Source: an optimization exercise on an open RTL-to-GDS flow (aim: small area). Production flows keep margins and buffers that such runs may drop. Only simulation tests tie the RTL to the original design; equivalence was not proved.

## v6
## snake_top
module snake_top (
    input  logic        clk25,
    input  logic        rst_n,
    input  logic        key_strobe,
    input  logic [7:0]  key_code,
    input  logic        step,
    input  logic [19:0] pix,
    output logic [11:0] rgb,
    output logic [12:0] head,
    output logic [12:0] apple,
    output logic [6:0]  score,
    output logic        dead
);
    logic [2:0]  turn;
    logic        restart;
    logic [5:0]  apple_x, apple_y;
    logic [3:0]  sc;
    logic [63:0] uvec, vvec;
    logic [1:0]  q;
    key_decode i_key_decode (
        .clk25      (clk25),
        .rst_n      (rst_n),
        .key_strobe (key_strobe),
        .key_code   (key_code),
        .turn       (turn),
        .restart    (restart)
    );
    snake_execute i_snake_execute (
        .clk25   (clk25),
        .rst_n   (rst_n),
        .step    (step),
        .turn    (turn),
        .restart (restart),
        .head    (head),
        .apple_x (apple_x),
        .apple_y (apple_y),
        .sc      (sc),
        .uvec    (uvec),
        .vvec    (vvec),
        .dead    (dead)
    );
    pixel_result i_pixel_result (
        .clk25   (clk25),
  ...
==> flow/config.mk <==
export PLATFORM = sky130hd
export DESIGN_NAME = snake_top
export DESIGN_NICKNAME = snake_top
export VERILOG_FILES = /design/flow/design.v
export SDC_FILE = /design/flow/constraint.sdc
export NUM_CORES = 4
export LEC_CHECK = 0
export CAP_MARGIN = 20
export CORE_MARGIN = 2
export CORE_UTILIZATION = 40
export PLACE_DENSITY = 0.6
export SLEW_MARGIN = 20
==> flow/constraint.sdc <==
create_clock -name core_clock -period 10.0 [get_ports {clk25}]
set_input_delay 2.0000 -clock core_clock [delete_from_list [all_inputs] [get_ports {clk25}]]
set_output_delay 2.0000 -clock core_clock [all_outputs]
set_load 0.01 [all_outputs]
run.sh (not shown) runs the stock make flow with config.mk's settings and CLKGATE_MAP_FILE= SYNTH_SCRIPT=/design/flow/synth_recipe.tcl, a recipe that flattens the netlist after the stock synthesis.
v6 finished all stages; the layout is clean.
> inputs changed (v6 -> v7)
# v6
export LEC_CHECK = 0
export CAP_MARGIN = 20
export CORE_MARGIN = 2
export CORE_UTILIZATION = 40
export PLACE_DENSITY = 0.6
export SLEW_MARGIN = 20
create_clock -name core_clock -period 10.0 [get_ports {clk25}]
# v7
export LEC_CHECK = 0
export ABC_AREA = 1
export CAP_MARGIN = 20
export CORE_MARGIN = 2
export CORE_UTILIZATION = 40
export PLACE_DENSITY = 0.6
export SLEW_MARGIN = 20
create_clock -name core_clock -period 10.0 [get_ports {clk25}]
==> flow/flow/run.sh (new file) <==
#!/bin/bash
# ORFS layout through standard.sh, with these changes to how it is made:
#  - synthesis: ABC maps the pixel path (pix -> rgb registers) for delay and
#    everything else for area (abc_pix.script, abc_area.script, ABC_AREA 1);
#  - port buffers are buf_1 cells;
#  - CTS inserts no dummy loads.
set -uo pipefail
rm -rf scripts_mod
cp -r "$FLOW_HOME/scripts" scripts_mod
cp flow/abc_area.script flow/abc_pix.script scripts_mod/
python3 flow/patch_synth.py scripts_mod/synth.tcl > patch.log 2>&1 || exit 1
export SCRIPTS_DIR=$PWD/scripts_mod
export BUFFER_PORTS_ARGS="-buffer_cell sky130_fd_sc_hd__buf_1"
export CTS_ARGS="-sink_clustering_enable -repair_clock_nets -dont_use_dummy_load"
bash standard.sh > standard.log 2>&1
==> flow/flow/abc_area.script (new file) <==
strash
dch
amap
topo
stime -c
==> flow/flow/abc_pix.script (new file) <==
strash
dch
map -D 2000
topo
==> flow/flow/patch_synth.py (new file) <==
# Patch a copy of ORFS's synth.tcl: map the logic in the pixel input's cone
# (pix -> rgb registers) with a delay-driven ABC script first, then the rest
# with the area script.
import sys
p = sys.argv[1]
s = open(p).read()
old = "  log_cmd abc {*}$abc_args\n"
new = '''  set a_pix [lreplace $abc_args 1 1 $::env(SCRIPTS_DIR)/abc_pix.script]
  select -set pixl w:pix %co* t:sky130_fd_sc_hd__* %d
  log_cmd abc {*}$a_pix @pixl
  select -clear
  log_cmd abc {*}$abc_args
'''
assert s.count(old) == 1
open(p, 'w').write(s.replace(old, new))
==> flow/standard.sh (new file) <==
#!/bin/bash
# synth_recipe.tcl (not shown) runs the flow's synth.tcl, then flattens the netlist and writes it again
# the make line also repeats each setting of config.mk as NAME=value (left out here)
make -C /OpenROAD-flow-scripts/flow DESIGN_CONFIG=/design/flow/config.mk WORK_HOME=/design/flow/orfs CLKGATE_MAP_FILE= SYNTH_SCRIPT=/design/flow/synth_recipe.tcl "${@:-finish}"
removed: flow/run.sh
### Flow results
v6 has higher number of nets in the layout than v7.
Maximum clock skew at final layout: lower on v6
v6 has a higher share of the synthesized netlist area taken by xor and xnor gates than v7.
v7 vs v6 — simple-gate portion of the synthesized area dropped 0.42 points.
[diff] mapped cell area, v7 relative to v6: improvement
Summary of v7 over v6: time the worst path needs with I/O delays and setup decreased 0.066 ns; routed wirelength normalized by instance count down about 13%; total CTS buffers has remained practically unchanged; multi-input combinational cell count moved down.

* * *

snake_top, a different RTL version from the one above (not shown whole).
Size in the first run: about 79 flip-flops, roughly 78 I/O pins, ~7400 sq um of cells after synthesis.
Design snake_top, start of the top module:
module snake_top (
    input  logic        clk25,
    input  logic        rst_n,
    input  logic        key_strobe,
    input  logic [7:0]  key_code,
    input  logic        step,
    input  logic [19:0] pix,
    output logic [11:0] rgb,
    output logic [12:0] head,
    output logic [12:0] apple,
    output logic [6:0]  score,
    output logic        dead
);
==> flow/config.mk <==
export PLATFORM = sky130hd
export DESIGN_NAME = snake_top
export DESIGN_NICKNAME = snake_top
export VERILOG_FILES = /design/flow/design.v
export SDC_FILE = /design/flow/constraint.sdc
export NUM_CORES = 4
export LEC_CHECK = 0
export ABC_AREA = 1
export CAP_MARGIN = 0
export CORE_MARGIN = 2
export CORE_UTILIZATION = 40
export GPL_TIMING_DRIVEN = 0
export PLACE_DENSITY = 0.6
export SETUP_SLACK_MARGIN = -0.15
export SLEW_MARGIN = 0
==> flow/constraint.sdc <==
create_clock -name core_clock -period 10.0 [get_ports {clk25}]
set_input_delay 2.0000 -clock core_clock [delete_from_list [all_inputs] [get_ports {clk25}]]
set_output_delay 2.0000 -clock core_clock [all_outputs]
set_load 0.01 [all_outputs]
standard.sh (not shown) runs the stock make flow with config.mk's settings and CLKGATE_MAP_FILE= SYNTH_SCRIPT=/design/flow/synth_recipe.tcl, a recipe that flattens the netlist after the stock synthesis.
==> flow/flow/run.sh <==
#!/bin/bash
# ORFS layout through standard.sh, with these changes to how it is made:
#  - synthesis: ABC maps the pixel path (pix -> rgb registers) for delay and
#    everything else for area (abc_pix.script, abc_area.script, ABC_AREA 1);
#  - port buffers are buf_1 cells;
#  - CTS inserts no dummy loads and uses clkbuf_4/clkbuf_8 buffers;
#  - half-adder cells are added to the platform's don't-use list, so ABC
#    maps those sums and carries with the logic around them.
set -uo pipefail
rm -rf scripts_mod
cp -r "$FLOW_HOME/scripts" scripts_mod
cp flow/abc_area.script flow/abc_pix.script scripts_mod/
python3 flow/patch_synth.py scripts_mod/synth.tcl > patch.log 2>&1 || exit 1
export SCRIPTS_DIR=$PWD/scripts_mod
export BUFFER_PORTS_ARGS="-buffer_cell sky130_fd_sc_hd__buf_1"
export CTS_ARGS="-sink_clustering_enable -repair_clock_nets -dont_use_dummy_load -buf_list {sky130_fd_sc_hd__clkbuf_4 sky130_fd_sc_hd__clkbuf_8} -root_buf sky130_fd_sc_hd__clkbuf_8"
DU=$(sed -n '/DONT_USE_CELLS/,/^$/p' "$FLOW_HOME/platforms/$FLOW_PLATFORM/config.mk" | tr -d '\\' | sed 's/export DONT_USE_CELLS += //' | tr -s ' \n' ' ')
echo "DONT_USE_CELLS=$DU" > dont_use.log
bash standard.sh "DONT_USE_CELLS=$DU sky130_fd_sc_hd__ha_1 sky130_fd_sc_hd__ha_2 sky130_fd_sc_hd__ha_4" finish > standard.log 2>&1
==> flow/flow/abc_area.script <==
strash
dch
amap
topo
stime -c
==> flow/flow/abc_pix.script <==
strash
dch
map -D 2400
topo
==> flow/flow/patch_synth.py <==
# Patch a copy of ORFS's synth.tcl: map the logic in the pixel input's cone
# (pix -> rgb registers) with a delay-driven ABC script first, then the rest
# with the area script.
import sys
p = sys.argv[1]
s = open(p).read()
old = "  log_cmd abc {*}$abc_args\n"
new = '''  set a_pix [lreplace $abc_args 1 1 $::env(SCRIPTS_DIR)/abc_pix.script]
  select -set pixl w:pix %co* t:sky130_fd_sc_hd__* %d
  log_cmd abc {*}$a_pix @pixl
  select -clear
  log_cmd abc {*}$abc_args
'''
assert s.count(old) == 1
open(p, 'w').write(s.replace(old, new))
The first run finished with timing, DRC and antenna clean.
Rerun with:
==> flow/flow/run.sh (replaced) <==
#!/bin/bash
# ORFS layout through standard.sh, with these changes to how it is made:
#  - synthesis: ABC maps the pixel path (pix -> rgb registers) for delay and
#    everything else for area (abc_pix.script, abc_area.script, ABC_AREA 1);
#  - port buffers are buf_1 cells;
#  - CTS inserts no dummy loads and uses clkbuf_4/clkbuf_8 buffers.
set -uo pipefail
rm -rf scripts_mod
cp -r "$FLOW_HOME/scripts" scripts_mod
cp flow/abc_area.script flow/abc_pix.script scripts_mod/
python3 flow/patch_synth.py scripts_mod/synth.tcl > patch.log 2>&1 || exit 1
export SCRIPTS_DIR=$PWD/scripts_mod
export BUFFER_PORTS_ARGS="-buffer_cell sky130_fd_sc_hd__buf_1"
export CTS_ARGS="-sink_clustering_enable -repair_clock_nets -dont_use_dummy_load -buf_list {sky130_fd_sc_hd__clkbuf_4 sky130_fd_sc_hd__clkbuf_8} -root_buf sky130_fd_sc_hd__clkbuf_8"
bash standard.sh > standard.log 2>&1
==> flow/flow/abc_pix.script (replaced) <==
strash
dch
map -D 2000
topo
Outcome:
- The changed run ran to the end with no violations
- hold slack improves by 9.1 ps
- synthesized area climbs by 5.8%
- non-clock buffer count grows by 8
Rerun with:
--- a/flow/flow/run.sh
+++ b/flow/flow/run.sh
@@ -5,3 +5,5 @@
 #  - port buffers are buf_1 cells;
-#  - CTS inserts no dummy loads and uses clkbuf_4/clkbuf_8 buffers.
+#  - CTS inserts no dummy loads and uses clkbuf_4/clkbuf_8 buffers;
+#  - half-adder cells are added to the platform's don't-use list, so ABC
+#    maps those sums and carries with the logic around them.
 set -uo pipefail
@@ -14,2 +16,4 @@
 export CTS_ARGS="-sink_clustering_enable -repair_clock_nets -dont_use_dummy_load -buf_list {sky130_fd_sc_hd__clkbuf_4 sky130_fd_sc_hd__clkbuf_8} -root_buf sky130_fd_sc_hd__clkbuf_8"
-bash standard.sh > standard.log 2>&1
+DU=$(sed -n '/DONT_USE_CELLS/,/^$/p' "$FLOW_HOME/platforms/$FLOW_PLATFORM/config.mk" | tr -d '\\' | sed 's/export DONT_USE_CELLS += //' | tr -s ' \n' ' ')
+echo "DONT_USE_CELLS=$DU" > dont_use.log
+bash standard.sh "DONT_USE_CELLS=$DU sky130_fd_sc_hd__ha_1 sky130_fd_sc_hd__ha_2 sky130_fd_sc_hd__ha_4" finish > standard.log 2>&1
Settings changed: SETUP_SLACK_MARGIN -0.15 to -0.25.
The changed run produced a clean layout.
Count of clock-buffer cells in the layout does not change.
Cell count drops by 3.5%.
Setup slack improved by 280 ps.
First-iteration DRC count increases by 10%.
Core utilization went down by 0.78 points.
Die area falls by 2.7%.
Final area falls by 4.9%.
Non-clock buffer count went down by 9.
Rerun with:
Settings changed: SETUP_SLACK_MARGIN -0.25 to 0.
Outcome:
- The changed run finished clean
- hold slack is about the same
- die area is unchanged
- via count is about the same
- cell area climbs by about 1.3%
- utilization climbs by 0.57 points
- first-iteration DRC count climbs by about 2%
- synthesized cell count is unchanged
- flip-flop and latch count is unchanged
Rerun with:
==> flow/flow/run.sh (replaced) <==
#!/bin/bash
# ORFS layout through standard.sh, with these changes to how it is made:
#  - synthesis: ABC maps the pixel path (pix -> rgb registers) for delay and
#    everything else for area (abc_pix.script, abc_area.script, ABC_AREA 1);
#  - port buffers are buf_1 cells;
#  - CTS inserts no dummy loads and uses clkbuf_4/clkbuf_8 buffers.
set -uo pipefail
rm -rf scripts_mod
cp -r "$FLOW_HOME/scripts" scripts_mod
cp flow/abc_area.script flow/abc_pix.script scripts_mod/
python3 flow/patch_synth.py scripts_mod/synth.tcl > patch.log 2>&1 || exit 1
export SCRIPTS_DIR=$PWD/scripts_mod
export BUFFER_PORTS_ARGS="-buffer_cell sky130_fd_sc_hd__buf_1"
export CTS_ARGS="-sink_clustering_enable -repair_clock_nets -dont_use_dummy_load -buf_list {sky130_fd_sc_hd__clkbuf_4 sky130_fd_sc_hd__clkbuf_8} -root_buf sky130_fd_sc_hd__clkbuf_8"
bash standard.sh > standard.log 2>&1
Settings changed: SETUP_SLACK_MARGIN 0 to -0.22.
Setup slack is worse by 500 ps.
Wire length goes up by 3.9%.
Die area goes up by 2.8%.
Worst hold slack is better by 9.4 ps.
Cell area goes up by 3.8%.

-- afterwards: timing with drivers on the ports --
How much do the figures lean on ideal ports? The routed layouts below were timed once more, with nothing changed but the port constraints.
Step 1 assumes that a clkbuf_16 drives the clock port and a buf_2 every other input.
Step 2 moves the port delays by t, midway between the first and last clock arrival at a register: inputs arrive t later, outputs are due t later. That takes back most of the time a late clock gives input paths.
a / b / c = ideal / step 1 / step 2; a / b = the first two.
| run | t, ns | setup slack, ns | worst hold slack (ns) |
|---|---|---|---|
| v6 | 0.399 | 0.368 / 0.321 / 0.343 | 0.502 / 0.502 / 0.502 |
| v7 | 0.389 | 0.434 / 0.388 / 0.350 | 0.483 / 0.483 / 0.483 |
| the first run of note 2 | 0.413 | 0.581 / 0.546 / 0.181 | 0.478 / 0.478 / 0.478 |
| the second run of note 2 | 0.410 | 0.277 / 0.295 / -0.115 | 0.487 / 0.487 / 0.487 |
| the third run of note 2 | 0.397 | 0.560 / 0.524 / 0.314 | 0.478 / 0.478 / 0.478 |
| the fourth run of note 2 | 0.400 | 0.758 / 0.721 / 0.438 | 0.478 / 0.478 / 0.478 |
| the fifth run of note 2 | 0.412 | 0.256 / 0.274 / -0.138 | 0.487 / 0.487 / 0.487 |
With both steps, setup timing fails in the second run of note 2 and the fifth run of note 2, where it was met with ideal ports. For the first run of note 2, which loses most, drivers alone change the setup slack by -0.035 ns; drivers and shift together by -0.400 ns.
